Context: an optimization exercise on an open-source flow, tuned for small area, a short achievable clock period and few clock cycles per item. The choices shown serve that exercise and are no tape-out recipe.
In this exercise RTL edits were held to simulation tests only and were not proved equivalent to the original.
Power figures rest on the tool's default switching activity, not on a simulated workload.

Setup of the previous run:
## dfu_top
module dfu_top (
	input  logic        clk,
	input  logic        rst,
	input  logic        a_valid,
	input  logic [4:0]  a_op,
	input  logic [31:0] a_data,
	output logic        a_ready,
	input  logic        b_valid,
	input  logic [31:0] b_data,
	output logic        b_ready,
	output logic        res_valid,
	output logic [31:0] res_data,
	input  logic        res_ready
);
	logic             tok_valid;
	dfu_pkg::alu_op_t tok_op;
	dfu_pkg::word_t   tok_a;
	logic [15:0]      tok_one;
	logic [15:0]      tok_two;
	logic [15:0]      tok_neg;
	logic             tok_inv;
	logic             tok_ready;
	logic             down_full;
	dfu_pkg::word_t   alu_s;
	dfu_pkg::word_t   alu_c;
	logic             alu_ci;
	dfu_pkg::word_t   mul_s;
	dfu_pkg::word_t   mul_c;
	logic             use_mul;
	logic             use_rsh;
	dfu_pkg::word_t   in_s;
	dfu_pkg::word_t   in_c;
	operand_join join0 (
		.clk       (clk),
		.rst       (rst),
		.a_valid   (a_valid),
		.a_op      (a_op),
		.a_data    (a_data),
		.b_valid   (b_valid),
		.b_data    (b_data),
		.a_ready   (a_ready),
		.b_ready   (b_ready),
		.tok_valid (tok_valid),
		.tok_op    (tok_op),
		.tok_a     (tok_a),
		.tok_one   (tok_one),
		.tok_two   (tok_two),
		.tok_neg   (tok_neg),
		.tok_inv   (tok_inv),
		.down_full (down_full),
		.res_ready (res_ready)
	);
	int_alu alu0 (
		.tok_op  (tok_op),
		.tok_a   (tok_a),
		.tok_one (tok_one),
		.tok_neg (tok_neg),
		.alu_s   (alu_s),
		.alu_c   (alu_c),
		.alu_ci  (alu_ci)
	);
	mul_pipe mul0 (
		.x     (tok_a),
		.b_one (tok_one),
		.b_two (tok_two),
		.b_neg (tok_neg),
		.s     (mul_s),
		.c     (mul_c)
	);
	assign use_mul = (tok_op == dfu_pkg::OP_MUL) | (tok_op == dfu_pkg::OP_SHL);
  ...
Size: about 110 I/O pins.
export LEC_CHECK = 0
export CAP_MARGIN = 20
export CORE_MARGIN = 2
export CORE_UTILIZATION = 40
export CTS_BUF_LIST = sky130_fd_sc_hd__clkbuf_4 sky130_fd_sc_hd__clkbuf_8
export SETUP_SLACK_MARGIN = 5.0
export SLEW_MARGIN = 20
export SYNTH_HIERARCHICAL = 1
export DONT_USE_CELLS = sky130_fd_sc_hd__fa_1 sky130_fd_sc_hd__fa_2 sky130_fd_sc_hd__fa_4 sky130_fd_sc_hd__ha_1 sky130_fd_sc_hd__ha_2 sky130_fd_sc_hd__ha_4
export BUFFER_PORTS_ARGS = -buffer_cell sky130_fd_sc_hd__buf_1
create_clock -name core_clock -period 9.0 [get_ports {clk}]
standard.sh (not shown) runs the stock make flow with config.mk's settings and CLKGATE_MAP_FILE= SYNTH_SCRIPT=/design/flow/synth_recipe.tcl, a recipe that flattens the netlist after the stock synthesis.
==> flow/flow/run.sh <==
#!/bin/bash
# The standard layout, with two changes to how it is made:
# - the full and half adder cells are kept out of synthesis, so the
#   reduction tree is mapped to plain gates, which are faster;
# - every port still gets its own buffer, but a plain buf_1 (resized
#   later by the repair steps as timing needs) instead of the larger
#   clock-delay buffer the port buffering picks by default.
set -euo pipefail
cat >> config.mk <<'EOC'
export DONT_USE_CELLS = sky130_fd_sc_hd__fa_1 sky130_fd_sc_hd__fa_2 sky130_fd_sc_hd__fa_4 sky130_fd_sc_hd__ha_1 sky130_fd_sc_hd__ha_2 sky130_fd_sc_hd__ha_4
export BUFFER_PORTS_ARGS = -buffer_cell sky130_fd_sc_hd__buf_1
EOC
bash standard.sh finish > standard.log 2>&1
Testbench counts of the previous run, summed over its fixed seeds: cycles 18,336, items 16,000.
What the current run does differently from the previous run at the input level:
Settings: a deleted CTS_BUF_LIST that had been sky130_fd_sc_hd__clkbuf_4 sky130_fd_sc_hd__clkbuf_8; a deleted BUFFER_PORTS_ARGS that had been -buffer_cell sky130_fd_sc_hd__buf_1.
==> flow/flow/run.sh <==
#!/bin/bash
# The standard layout, with the full and half adder cells kept out of
# synthesis: the reduction tree is mapped to plain gates, which are faster.
set -euo pipefail
cat >> config.mk <<'EOC'
export DONT_USE_CELLS = sky130_fd_sc_hd__fa_1 sky130_fd_sc_hd__fa_2 sky130_fd_sc_hd__fa_4 sky130_fd_sc_hd__ha_1 sky130_fd_sc_hd__ha_2 sky130_fd_sc_hd__ha_4
EOC
bash standard.sh finish > standard.log 2>&1
- The current run finished every step from synthesis to the final layout, and the layout passed the timing, design-rule and antenna checks.
- Going from the previous run to the current run, worst-skew pair later-pin latency -60 ps, proportion of layout cells with a drive suffix above 1 -0.95 points, ratio of final minimum period to clock period -0.16 points, area share of xor/xnor cells in the synthesized design ~0 delta.
- Summary of the comparison: layout overhead on the synthesized area is higher in the current run, relative to the previous run.
- Sort the current run and the previous run by post-CTS setup-driven buffer insertion count, ascending, and the previous run comes first.
- When the current run is measured against the previous run, its largest net degree at the start of global routing turns out 4 higher.


Another version of the RTL of dfu_top (not shown whole).
Size in the first run: roughly 2600 cells after synthesis, about 110 I/O pins, roughly 24000 sq um of cells after synthesis.
Settings: LEC_CHECK=0, CAP_MARGIN=20, CORE_MARGIN=2, CORE_UTILIZATION=40, SETUP_SLACK_MARGIN=4.7, SLEW_MARGIN=20, SYNTH_HIERARCHICAL=1; clock period 9.0 ns.
run.sh (not shown) runs the stock make flow with config.mk's settings and CLKGATE_MAP_FILE= SYNTH_SCRIPT=/design/flow/synth_recipe.tcl, a recipe that flattens the netlist after the stock synthesis.
Stock flow here: none of the scripts above is used.
Testbench counts at the start, summed over its fixed seeds: cycles 18,336, items 16,000.
==> next run, changes <==
==> flow/flow/run.sh (new file) <==
#!/bin/bash
# The standard layout, with the full and half adder cells kept out of
# synthesis: the reduction tree is mapped to plain gates, which are faster.
set -euo pipefail
cat >> config.mk <<'EOC'
export DONT_USE_CELLS = sky130_fd_sc_hd__fa_1 sky130_fd_sc_hd__fa_2 sky130_fd_sc_hd__fa_4 sky130_fd_sc_hd__ha_1 sky130_fd_sc_hd__ha_2 sky130_fd_sc_hd__ha_4
EOC
bash standard.sh finish > standard.log 2>&1
==> flow/standard.sh (new file) <==
#!/bin/bash
# synth_recipe.tcl (not shown) runs the flow's synth.tcl, then flattens the netlist and writes it again
# the make line also repeats each setting of config.mk as NAME=value (left out here)
make -C /OpenROAD-flow-scripts/flow DESIGN_CONFIG=/design/flow/config.mk WORK_HOME=/design/flow/orfs CLKGATE_MAP_FILE= SYNTH_SCRIPT=/design/flow/synth_recipe.tcl "${@:-finish}"
- DONT_USE_CELLS: unset -> sky130_fd_sc_hd__fa_1 sky130_fd_sc_hd__fa_2 sky130_fd_sc_hd__fa_4 sky130_fd_sc_hd__ha_1 sky130_fd_sc_hd__ha_2 sky130_fd_sc_hd__ha_4
- SYNTH_HIERARCHICAL: 1 -> unset
removed: flow/run.sh
The changed run produced a clean layout.
Routed wire length rose by roughly a tenth.
Setup slack improved by 0.55 ns.
Sequential power rose by a few percent.
Power rose by about a fifth.
Clock-buffer cell count does not change.
Area after synthesis fell slightly.
Global-route usage rose by 2.2 points.
Clock power fell by a few percent.
Sequential share of layout area fell by 0.43 points.
Design area rose by a few percent.

port drivers added, routing unchanged:
How much do the figures lean on ideal ports? The routed layouts below were timed once more, with nothing changed but the port constraints.
Step 1 sets driving cells, clkbuf_16 on the clock port and buf_2 on the other inputs (assumed; they add their load-dependent delay and slew).
Step 2, shift: input delay + t, output delay - t, t = (earliest + latest rising clock arrival at the registers) / 2. This alone moves slack from input paths to output paths.
a / b / c = ideal ports / drivers / drivers and shift; a / b = the first two.
| run | t (ns) | setup WS [ns] | worst data-port slew with drivers (ns) |
|---|---|---|---|
| the previous run | 0.565 | 4.874 / 4.842 / 4.730 | 0.08 |
| the current run | 0.514 | 4.889 / 4.858 / 4.590 | 0.06 |
| the first run of note 2 | 0.550 | 3.968 / 3.968 / 3.968 | 0.05 |
| the second run of note 2 | 0.548 | 4.522 / 4.522 / 4.331 | 0.04 |
After both steps setup and hold are still met in every run listed. The setup slack of the current run, which loses most, moves by -0.031 ns with the drivers and by -0.299 ns with both steps.
